From an optimization exercise on the open Yosys and OpenROAD flow, aimed at small area, a short achievable clock period and few clock cycles per item; shortcuts taken in it are not production practice.
Where RTL was checked, it was by simulation tests only, not by an equivalence proof against the original.
Power is estimated from default activity; no workload was simulated.

## Q
==> flow/design.v <==
`default_nettype none
module xtea_add32 (
  input  wire logic [31:0] x,
  input  wire logic [31:0] y,
  input  wire logic        ci,
  output logic [31:0]      s
);
  logic [31:0] p0;
  logic [31:0] g [6];
  logic [31:0] p [6];
  always_comb begin
    p0   = x ^ y;
    p[0] = p0;
    g[0] = x & y;
    g[0][0] = g[0][0] | (p0[0] & ci);
    for (int l = 0; l < 5; l++) begin
      for (int i = 0; i < 32; i++) begin
        if (((i >> l) & 1) == 1) begin
          g[l+1][i] = g[l][i] | (p[l][i] & g[l][((i >> l) << l) - 1]);
          p[l+1][i] = p[l][i] & p[l][((i >> l) << l) - 1];
        end else begin
          g[l+1][i] = g[l][i];
          p[l+1][i] = p[l][i];
        end
      end
    end
    s = p0 ^ {g[5][30:0], ci};
  end
endmodule
`default_nettype wire
`default_nettype none
module xtea_block_cipher (
  input  wire logic        clk,
  input  wire logic        rst,
  input  wire logic        cfg_valid,
  output logic             cfg_ready,
  input  wire logic [2:0]  cfg_index,
  input  wire logic [31:0] cfg_data,
  input  wire logic        in_valid,
  output logic             in_stall,
  input  wire logic [64:0] in_data,
  output logic             out_valid,
  input  wire logic        out_stall,
  output logic [63:0]      out_data
);
  localparam logic [31:0] DELTA     = 32'h9E37_79B9;
  localparam logic [31:0] NEG_DELTA = 32'h61C8_8647;   
  logic [31:0] key [4];
  logic [3:0]  key_zero;   
  logic [6:0]  nrounds;
  logic [31:0] dec_sum;
  logic        init;       
  logic        pre;        
  logic        idle;       
  logic        busy;       
  logic        outv;       
  logic        stall_q;    
  logic        ph;         
  logic [6:0]  cnt;
  logic        func;
  logic [31:0] a, b;
  logic [31:0] s;          
  logic [31:0] sk;         
  wire trigger   = rst || (cfg_valid && cfg_index == 3'd4);
  wire cnt_zero  = (cnt == 7'd0);
  wire n_zero    = (nrounds == 7'd0);
  wire accept    = idle && in_valid;
  wire in_dec    = in_data[64];
  wire in_swap   = in_dec && !n_zero;   
  logic [31:0] mixed, b_step, sk_sum;
  xtea_add32 u_add_mix (.x((b << 4) ^ (b >> 5)), .y(b), .ci(1'b0), .s(mixed));
  xtea_add32 u_add_b   (.x(a), .y(mixed ^ sk), .ci(func), .s(b_step));
  wire        last   = ph && (cnt == 7'd1);
  wire        neg    = idle || func;
  wire [1:0]  ksel   = (idle || (!ph ^ func)) ? s[12:11] : s[1:0];
  wire [31:0] kword  = key[ksel] & {32{!key_zero[ksel]}};
  xtea_add32 u_add_sk  (.x(s), .y(kword), .ci(1'b0), .s(sk_sum));
  wire [31:0] sk_nx  = sk_sum ^ {32{neg}};
  wire [31:0] s_add  = s + ((idle || (busy && func)) ? NEG_DELTA : DELTA);
  assign cfg_ready = 1'b1;
  assign in_stall  = stall_q;
  assign out_valid = outv;
  assign out_data  = {a, b};
  always_ff @(posedge clk) begin
    for (int i = 0; i < 4; i++) begin
      if (cfg_valid && cfg_index == 3'(i)) key[i] <= cfg_data;
    end
    if (rst) begin
      key_zero <= 4'hF;
      nrounds  <= 7'd32;
    end else if (cfg_valid) begin
      for (int i = 0; i < 4; i++) begin
        if (cfg_index == 3'(i)) key_zero[i] <= 1'b0;
      end
      if (cfg_index == 3'd4) nrounds <= cfg_data[6:0];
    end
    if (pre && cnt_zero) dec_sum <= s;
  end
  always_ff @(posedge clk) begin
    if (trigger) begin
      init    <= 1'b1;
      pre     <= 1'b0;
      idle    <= 1'b0;
      busy    <= 1'b0;
      outv    <= 1'b0;
      stall_q <= 1'b1;
    end else begin
      if (init) begin
        init <= 1'b0;
        pre  <= 1'b1;
      end
      if (pre && cnt_zero) begin
        pre     <= 1'b0;
        idle    <= 1'b1;
        stall_q <= 1'b0;
      end
      if (accept) begin
        idle    <= 1'b0;
        stall_q <= 1'b1;
        if (n_zero) outv <= 1'b1;
        else        busy <= 1'b1;
      end
      if (busy && last) begin
        busy <= 1'b0;
        outv <= 1'b1;
      end
      if (outv && !out_stall) begin
        outv    <= 1'b0;
        idle    <= 1'b1;
        stall_q <= 1'b0;
      end
    end
  end
  always_ff @(posedge clk) begin
    if (init || idle) begin
      cnt <= nrounds;
    end else if (pre) begin
      if (!cnt_zero) cnt <= cnt - 7'd1;
    end else if (busy && ph) begin
      cnt <= cnt - 7'd1;
    end
    if (idle) begin
      func <= in_dec;
      ph   <= 1'b0;
    end else if (busy) begin
      ph <= !ph;
    end
  end
  always_ff @(posedge clk) begin
    if (init)                                s <= '0;
    else if (outv)                           s <= dec_sum;
    else if (accept)                         s <= in_dec ? s_add : DELTA;
    else if ((pre && !cnt_zero) || (busy && ph)) s <= s_add;
    if (idle && !in_dec) sk <= key[0] & {32{!key_zero[0]}};
    else                 sk <= sk_nx;
  end
  always_ff @(posedge clk) begin
    if (idle) begin
      a <= in_swap ? in_data[31:0] : in_data[63:32];
      b <= in_swap ? in_data[63:32] : in_data[31:0];
    end else if (busy) begin
      a <= (last && func) ? b_step : b;
      if (!(last && func)) b <= b_step;
    end
  end
endmodule
`default_nettype wire
clock: 12.0 ns
lec_check: 0
cap_margin: 20
core_margin: 2
core_utilization: 40
slew_margin: 20
standard.sh (not shown) runs the stock make flow with config.mk's settings and CLKGATE_MAP_FILE= SYNTH_SCRIPT=/design/flow/synth_recipe.tcl, a recipe that flattens the netlist after the stock synthesis.
==> flow/flow/run.sh <==
#!/bin/bash
set -euo pipefail
bash standard.sh SETUP_SLACK_MARGIN=7 \
  "BUFFER_PORTS_ARGS=-buffer_cell sky130_fd_sc_hd__buf_1" \
  "CTS_ARGS=-sink_clustering_enable -repair_clock_nets -dont_use_dummy_load -buf_list {sky130_fd_sc_hd__clkbuf_4 sky130_fd_sc_hd__clkbuf_8}" \
  finish > standard_flow.log 2>&1
Testbench counts of Q, summed over its fixed seeds: cycles 34,104, items 512.
Relative to Q, the following input files were edited for P:
--- a/flow/design.v
+++ b/flow/design.v
@@ -47,5 +47,4 @@
   localparam logic [31:0] NEG_DELTA = 32'h61C8_8647;   
   logic [31:0] key [4];
-  logic [3:0]  key_zero;   
   logic [6:0]  nrounds;
   logic [31:0] dec_sum;
@@ -74,5 +73,5 @@
   wire        neg    = idle || func;
   wire [1:0]  ksel   = (idle || (!ph ^ func)) ? s[12:11] : s[1:0];
-  wire [31:0] kword  = key[ksel] & {32{!key_zero[ksel]}};
+  wire [31:0] kword  = key[ksel];
   xtea_add32 u_add_sk  (.x(s), .y(kword), .ci(1'b0), .s(sk_sum));
   wire [31:0] sk_nx  = sk_sum ^ {32{neg}};
@@ -84,15 +83,8 @@
   always_ff @(posedge clk) begin
     for (int i = 0; i < 4; i++) begin
-      if (cfg_valid && cfg_index == 3'(i)) key[i] <= cfg_data;
+      if (rst || (cfg_valid && cfg_index == 3'(i))) key[i] <= cfg_data & {32{!rst}};
     end
-    if (rst) begin
-      key_zero <= 4'hF;
-      nrounds  <= 7'd32;
-    end else if (cfg_valid) begin
-      for (int i = 0; i < 4; i++) begin
-        if (cfg_index == 3'(i)) key_zero[i] <= 1'b0;
-      end
-      if (cfg_index == 3'd4) nrounds <= cfg_data[6:0];
-    end
+    if (rst)                               nrounds <= 7'd32;
+    else if (cfg_valid && cfg_index == 3'd4) nrounds <= cfg_data[6:0];
     if (pre && cnt_zero) dec_sum <= s;
   end
@@ -152,5 +144,5 @@
     else if (accept)                         s <= in_dec ? s_add : DELTA;
     else if ((pre && !cnt_zero) || (busy && ph)) s <= s_add;
-    if (idle && !in_dec) sk <= key[0] & {32{!key_zero[0]}};
+    if (idle && !in_dec) sk <= key[0];
     else                 sk <= sk_nx;
   end
Notes after the runs:
In the floorplan summary, P is listed with a die area less than that of Q.
Taking P as 1.0, Q lands at 0.926 on non-clock buffer count.
Delta (P minus Q): total power went up about 30%; clock-buffer cell count shows a reduction of 1.
Combinational power delta for P relative to Q: 82% higher
Compared with Q, in P worst hold path depth +2, overall fraction of global-route tracks in use -0.71 points, initial DRC count +233, utilization ~0 delta, sequential share of layout area -0.30 points.
Comparing P and Q, the higher relative contribution of combinational cells to total power was measured on P.
Of the two values seen for most common cell after layout, fill and taps aside, sky130_fd_sc_hd__edfxtp_1 was produced by P and sky130_fd_sc_hd__nand2_1 by Q.
Testbench counts of P, summed over its fixed seeds: cycles 34,104, items 512.

---

the previous run:
// xtea_block_cipher: RTL as listed in full above, without the edits since
export LEC_CHECK = 0
export CAP_MARGIN = 20
export CORE_MARGIN = 2
export CORE_UTILIZATION = 40
export SLEW_MARGIN = 20
create_clock -name core_clock -period 12.0 [get_ports {clk}]
==> flow/flow/run.sh <==
#!/bin/bash
set -euo pipefail
bash standard.sh SETUP_SLACK_MARGIN=7 finish > standard_flow.log 2>&1
Testbench counts of the previous run, summed over its fixed seeds: cycles 34,104, items 512.
[inputs] the current run vs the previous run
-- flow/design.v --
<<< the previous run, line 56
  logic        outv;       
  logic        stall_q;    
  logic        ph;         
  logic [6:0]  cnt;
>>> the current run, line 56
  logic        outv;       
  logic        stall_q;    
  logic        swp;        
  logic        ph;         
  logic [6:0]  cnt;
<<< the previous run, line 65
  wire cnt_zero  = (cnt == 7'd0);
  wire n_zero    = (nrounds == 7'd0);
  wire accept    = idle && in_valid;
  wire in_dec    = in_data[64];
  wire in_swap   = in_dec && !n_zero;   
  logic [31:0] mixed, b_step, sk_sum;
  xtea_add32 u_add_mix (.x((b << 4) ^ (b >> 5)), .y(b), .ci(1'b0), .s(mixed));
  xtea_add32 u_add_b   (.x(a), .y(mixed ^ sk), .ci(func), .s(b_step));
  wire        last   = ph && (cnt == 7'd1);
  wire        neg    = idle || func;
  wire [1:0]  ksel   = (idle || (!ph ^ func)) ? s[12:11] : s[1:0];
  wire [31:0] kword  = key[ksel] & {32{!key_zero[ksel]}};
  xtea_add32 u_add_sk  (.x(s), .y(kword), .ci(1'b0), .s(sk_sum));
  wire [31:0] sk_nx  = sk_sum ^ {32{neg}};
  wire [31:0] s_add  = s + ((idle || (busy && func)) ? NEG_DELTA : DELTA);
  assign cfg_ready = 1'b1;
  assign in_stall  = stall_q;
>>> the current run, line 66
  wire cnt_zero  = (cnt == 7'd0);
  wire n_zero    = (nrounds == 7'd0);
  logic [31:0] mixed, b_step, sk_sum;
  xtea_add32 u_add_mix (.x((b << 4) ^ (b >> 5)), .y(b), .ci(1'b0), .s(mixed));
  xtea_add32 u_add_b   (.x(a), .y(mixed ^ sk), .ci(func), .s(b_step));
  wire        last   = !swp && ph && (cnt == 7'd1);
  wire [1:0]  ksel   = (!ph ^ func) ? s[12:11] : s[1:0];
  wire [31:0] kword  = key[ksel] & {32{!key_zero[ksel]}};
  xtea_add32 u_add_sk  (.x(s), .y(kword), .ci(1'b0), .s(sk_sum));
  wire [31:0] sk_nx  = sk_sum ^ {32{func}};
  wire [31:0] s_add  = s + ((busy && func) ? NEG_DELTA : DELTA);
  assign cfg_ready = 1'b1;
  assign in_stall  = stall_q;
<<< the previous run, line 115
        stall_q <= 1'b0;
      end
      if (accept) begin
        idle    <= 1'b0;
        stall_q <= 1'b1;
>>> the current run, line 112
        stall_q <= 1'b0;
      end
      if (idle && in_valid) begin
        idle    <= 1'b0;
        stall_q <= 1'b1;
<<< the previous run, line 121
        else        busy <= 1'b1;
      end
      if (busy && last) begin
        busy <= 1'b0;
        outv <= 1'b1;
>>> the current run, line 118
        else        busy <= 1'b1;
      end
      if (busy && (last && !func || swp && cnt_zero)) begin
        busy <= 1'b0;
        outv <= 1'b1;
<<< the previous run, line 137
    end else if (pre) begin
      if (!cnt_zero) cnt <= cnt - 7'd1;
    end else if (busy && ph) begin
      cnt <= cnt - 7'd1;
    end
    if (idle) begin
      func <= in_dec;
      ph   <= 1'b0;
    end else if (busy) begin
      ph <= !ph;
    end
  end
  always_ff @(posedge clk) begin
    if (init)                                s <= '0;
    else if (outv)                           s <= dec_sum;
    else if (accept)                         s <= in_dec ? s_add : DELTA;
    else if ((pre && !cnt_zero) || (busy && ph)) s <= s_add;
    if (idle && !in_dec) sk <= key[0] & {32{!key_zero[0]}};
    else                 sk <= sk_nx;
  end
  always_ff @(posedge clk) begin
    if (idle) begin
      a <= in_swap ? in_data[31:0] : in_data[63:32];
      b <= in_swap ? in_data[63:32] : in_data[31:0];
    end else if (busy) begin
      a <= (last && func) ? b_step : b;
      if (!(last && func)) b <= b_step;
    end
  end
>>> the current run, line 134
    end else if (pre) begin
      if (!cnt_zero) cnt <= cnt - 7'd1;
    end else if (busy && !swp && ph) begin
      cnt <= cnt - 7'd1;
    end
    if (idle) begin
      func <= in_data[64];
      swp  <= in_data[64];
      ph   <= in_data[64];
    end else if (busy) begin
      ph <= !ph;
      if (swp)               swp <= 1'b0;
      else if (last && func) swp <= 1'b1;
    end
  end
  always_ff @(posedge clk) begin
    if (init)                         s <= '0;
    else if (idle)                    s <= in_data[64] ? dec_sum : DELTA;
    else if ((pre && !cnt_zero) || (busy && ph)) s <= s_add;
    if (idle) sk <= key[0] & {32{!key_zero[0]}};
    else      sk <= sk_nx;
  end
  always_ff @(posedge clk) begin
    if (idle) begin
      a <= in_data[63:32];
      b <= in_data[31:0];
    end else if (busy) begin
      a <= b;
      b <= swp ? a : b_step;
    end
  end
==> summary.txt <==
Inverter count went up by more than 10% going from the previous run to the current run. The previous run tops out at a higher clock frequency than the current run. Combined area of the multi-input logic cells: the current run lower than the previous run. The run showing the smaller inserted tap cell count is the current run. The minimum period implied by the final worst setup slack number comes out higher for the current run vs the previous run. The current run against the previous run: clock-buffer cell count shrank by 9.6%; number of signal-net buffers in the layout went up 2.
Function not checked in the current run: the RTL went through the layout flow alone.

---

Setup of oak:
xtea_block_cipher, a different RTL version from the one above (not shown whole).
Size in the first run: ~170 I/O pins, roughly 19000 µm² of cells after synthesis.
==> module xtea_block_cipher, before the edit <==
module xtea_block_cipher (
  input  wire logic        clk,
  input  wire logic        rst,
  input  wire logic        cfg_valid,
  output logic             cfg_ready,
  input  wire logic [2:0]  cfg_index,
  input  wire logic [31:0] cfg_data,
  input  wire logic        in_valid,
  output logic             in_stall,
  input  wire logic [64:0] in_data,
  output logic             out_valid,
  input  wire logic        out_stall,
  output logic [63:0]      out_data
);
  localparam logic [31:0] DELTA     = 32'h9E37_79B9;
  localparam logic [31:0] NEG_DELTA = 32'h61C8_8647;   
  logic [31:0] key [4];
  logic [6:0]  nrounds;
  logic [31:0] dec_sum;
  logic        init;       
  logic        pre;        
  logic        idle;       
  logic        busy;       
  logic        fin;        
  logic        outv;       
  logic        stall_q;    
  logic        ph;         
  logic [6:0]  cnt;
  logic        func;
  logic [31:0] a, b;
  logic [31:0] s;          
  logic [31:0] sk;         
  wire trigger   = rst || (cfg_valid && cfg_index == 3'd4);
  wire cnt_zero  = (cnt == 7'd0);
  wire n_zero    = (nrounds == 7'd0);
  wire accept    = idle && in_valid;
  wire in_dec    = in_data[64];
  logic [31:0] mixed, b_step, sk_sum;
  xtea_add32 u_add_mix (.x((b << 4) ^ (b >> 5)), .y(b), .ci(1'b0), .s(mixed));
  xtea_add32 u_add_b   (.x(a), .y(mixed ^ sk), .ci(func), .s(b_step));
  wire        last   = ph && (cnt == 7'd1);
  wire [31:0] x      = s;   
  wire        neg    = idle || func;
  wire [1:0]  ksel   = (idle || (!ph ^ func)) ? x[12:11] : x[1:0];
  wire [31:0] kword  = key[ksel];
  xtea_add32 u_add_sk  (.x(x), .y(kword), .ci(1'b0), .s(sk_sum));
  wire [31:0] sk_nx  = sk_sum ^ {32{neg}};
  wire [31:0] s_add  = x + ((idle || (busy && func)) ? NEG_DELTA : DELTA);
  assign cfg_ready = 1'b1;
  assign in_stall  = stall_q;
  assign out_valid = outv;
  assign out_data  = {a, s};
  always_ff @(posedge clk) begin
    for (int i = 0; i < 4; i++) begin
      if (rst || (cfg_valid && cfg_index == 3'(i))) key[i] <= cfg_data & {32{!rst}};
    end
    if (rst)                                 nrounds <= 7'd32;
    else if (cfg_valid && cfg_index == 3'd4) nrounds <= cfg_data[6:0];
    if (pre && cnt_zero) dec_sum <= s;
  end
  always_ff @(posedge clk) begin
    if (trigger) begin
      init    <= 1'b1;
      pre     <= 1'b0;
      idle    <= 1'b0;
      busy    <= 1'b0;
      fin     <= 1'b0;
      outv    <= 1'b0;
      stall_q <= 1'b1;
    end else begin
      if (init) begin
        init <= 1'b0;
        pre  <= 1'b1;
      end
      if (pre && cnt_zero) begin
        pre     <= 1'b0;
        idle    <= 1'b1;
        stall_q <= 1'b0;
      end
      if (accept) begin
        idle    <= 1'b0;
        stall_q <= 1'b1;
        if (n_zero) fin  <= 1'b1;
        else        busy <= 1'b1;
      end
      if (busy && last) begin
        busy <= 1'b0;
        fin  <= 1'b1;
      end
      if (fin) begin
        fin  <= 1'b0;
        outv <= 1'b1;
      end
      if (outv && !out_stall) begin
        outv    <= 1'b0;
        idle    <= 1'b1;
        stall_q <= 1'b0;
      end
    end
  end
  always_ff @(posedge clk) begin
    if (init || idle) begin
      cnt <= nrounds;
    end else if (pre) begin
      if (!cnt_zero) cnt <= cnt - 7'd1;
    end else if (busy && ph) begin
      cnt <= cnt - 7'd1;
    end
    if (idle) begin
      func <= in_dec;
      ph   <= 1'b0;
    end else if (busy) begin
      ph <= !ph;
    end
  end
  always_ff @(posedge clk) begin
    if (init)                                s <= '0;
    else if (fin)                            s <= func ? a : b;
    else if (outv)                           s <= out_stall ? s : dec_sum;
    else if (accept)                         s <= in_dec ? s_add : DELTA;
    else if ((pre && !cnt_zero) || (busy && ph)) s <= s_add;
    if (idle && !in_dec) sk <= key[0];
    else                 sk <= sk_nx;
  end
  always_ff @(posedge clk) begin
    if (idle)      a <= in_dec ? in_data[31:0] : in_data[63:32];
    else if (busy) a <= b;
    else if (fin && func) a <= b;
    b <= idle ? (in_dec ? in_data[63:32] : in_data[31:0]) : b_step;
  end
endmodule
==> flow/config.mk <==
export PLATFORM = sky130hd
export DESIGN_NAME = xtea_block_cipher
export DESIGN_NICKNAME = xtea_block_cipher
export VERILOG_FILES = /design/flow/design.v
export SDC_FILE = /design/flow/constraint.sdc
export NUM_CORES = 4
export LEC_CHECK = 0
export CAP_MARGIN = 20
export CORE_MARGIN = 2
export CORE_UTILIZATION = 40
export SLEW_MARGIN = 20
==> flow/constraint.sdc <==
create_clock -name core_clock -period 12.0 [get_ports {clk}]
set_input_delay 2.4000 -clock core_clock [delete_from_list [all_inputs] [get_ports {clk}]]
set_output_delay 2.4000 -clock core_clock [all_outputs]
set_load 0.01 [all_outputs]
==> flow/flow/run.sh <==
#!/bin/bash
set -euo pipefail
bash standard.sh SETUP_SLACK_MARGIN=7.5 \
  "BUFFER_PORTS_ARGS=-buffer_cell sky130_fd_sc_hd__buf_1" \
  "CTS_ARGS=-sink_clustering_enable -repair_clock_nets -dont_use_dummy_load -buf_list {sky130_fd_sc_hd__clkbuf_1 sky130_fd_sc_hd__clkbuf_2}" \
  finish > standard_flow.log 2>&1
Inputs modified between oak and pine:
-- flow/design.v --
<<< oak, line 71
  xtea_add32 u_add_b   (.x(a), .y(mixed ^ sk), .ci(func), .s(b_step));
  wire        last   = ph && (cnt == 7'd1);
  wire [31:0] x      = s;   
  wire        neg    = idle || func;
  wire [1:0]  ksel   = (idle || (!ph ^ func)) ? x[12:11] : x[1:0];
  wire [31:0] kword  = key[ksel];
  xtea_add32 u_add_sk  (.x(x), .y(kword), .ci(1'b0), .s(sk_sum));
  wire [31:0] sk_nx  = sk_sum ^ {32{neg}};
  wire [31:0] s_add  = x + ((idle || (busy && func)) ? NEG_DELTA : DELTA);
  assign cfg_ready = 1'b1;
  assign in_stall  = stall_q;
>>> pine, line 71
  xtea_add32 u_add_b   (.x(a), .y(mixed ^ sk), .ci(func), .s(b_step));
  wire        last   = ph && (cnt == 7'd1);
  wire [31:0] x      = idle ? dec_sum : s;
  wire        neg    = idle || func;
  logic [31:0] kword;      
  xtea_add32 u_add_sk  (.x(x), .y(kword), .ci(1'b0), .s(sk_sum));
  wire [31:0] sk_nx  = sk_sum ^ {32{neg}};
  wire [31:0] s_add  = x + ((idle || (busy && func)) ? NEG_DELTA : DELTA);
  logic [1:0] ksel_nx;
  always_comb begin
    if (accept) begin
      ksel_nx = in_dec ? s_add[1:0] : DELTA[12:11];
    end else if (busy) begin
      if (ph ^ func) ksel_nx = ph ? s_add[12:11] : s[12:11];
      else           ksel_nx = ph ? s_add[1:0]   : s[1:0];
    end else begin
      ksel_nx = pre ? s[12:11] : dec_sum[12:11];
    end
  end
  assign cfg_ready = 1'b1;
  assign in_stall  = stall_q;
<<< oak, line 148
    if (init)                                s <= '0;
    else if (fin)                            s <= func ? a : b;
    else if (outv)                           s <= out_stall ? s : dec_sum;
    else if (accept)                         s <= in_dec ? s_add : DELTA;
    else if ((pre && !cnt_zero) || (busy && ph)) s <= s_add;
    if (idle && !in_dec) sk <= key[0];
    else                 sk <= sk_nx;
  end
  always_ff @(posedge clk) begin
>>> pine, line 158
    if (init)                                s <= '0;
    else if (fin)                            s <= func ? a : b;
    else if (accept)                         s <= in_dec ? s_add : DELTA;
    else if ((pre && !cnt_zero) || (busy && ph)) s <= s_add;
    if (idle && !in_dec) sk <= key[0];
    else                 sk <= sk_nx;
    kword <= key[ksel_nx];
  end
  always_ff @(posedge clk) begin
==> summary.txt <==
Fraction of standard cell area in multi-input logic sits lower in pine than in oak. pine vs oak on number of unique standard cell types used by synthesis: pine is the lower one. Summary of pine over oak: number of violations reported at the end of detailed-routing iteration 0 increased 5.0%, final instance area up 660 µm², overall die area has increased, first-pass GRT wire length rose 1.3 mm, final wirelength +about 3%.
No run of this note included a check of the RTL's function; only the layout flow was run.

-- static timing again, ports no longer ideal --
How much do the figures lean on ideal ports? The routed layouts below were timed once more, with nothing changed but the port constraints. Step 1: set_driving_cell puts a clkbuf_16 on clk and a buf_2 on each other input, an assumption about the parent block. Step 2 adds t to the input delays and takes it off the output delays; t is the mean of the earliest and latest rising clock arrival at the registers after step 1. Input paths then give back, and output paths get back, about the clock's delay inside the block. Slacks: ideal / step 1 / step 2; pairs: ideal / step 1.
run	shift t [ns]	setup slack, ns	hold slack, ns	worst setup path after step 2	latest minus earliest clock arrival (ns)
Q	0.654	7.034 / 7.034 / 7.034	0.456 / 0.456 / 0.456	register to register	0.100 / 0.101
P	0.662	7.040 / 7.040 / 7.040	0.475 / 0.475 / 0.475	register to register	0.059 / 0.059
the previous run	0.600	7.088 / 7.088 / 6.973	0.488 / 0.488 / 0.488	input to register	0.026 / 0.026
the current run	0.605	6.917 / 6.917 / 6.917	0.521 / 0.521 / 0.521	register to register	0.014 / 0.014
oak	0.888	7.439 / 7.439 / 7.247	0.473 / 0.473 / 0.473	input to register	0.105 / 0.105
pine	1.008	7.492 / 7.492 / 7.287	0.398 / 0.398 / 0.398	input to register	0.095 / 0.095
After both steps every run listed still meets setup and hold. The setup slack of pine, which loses most, moves by 0.000 ns with the drivers and by -0.205 ns with both steps.
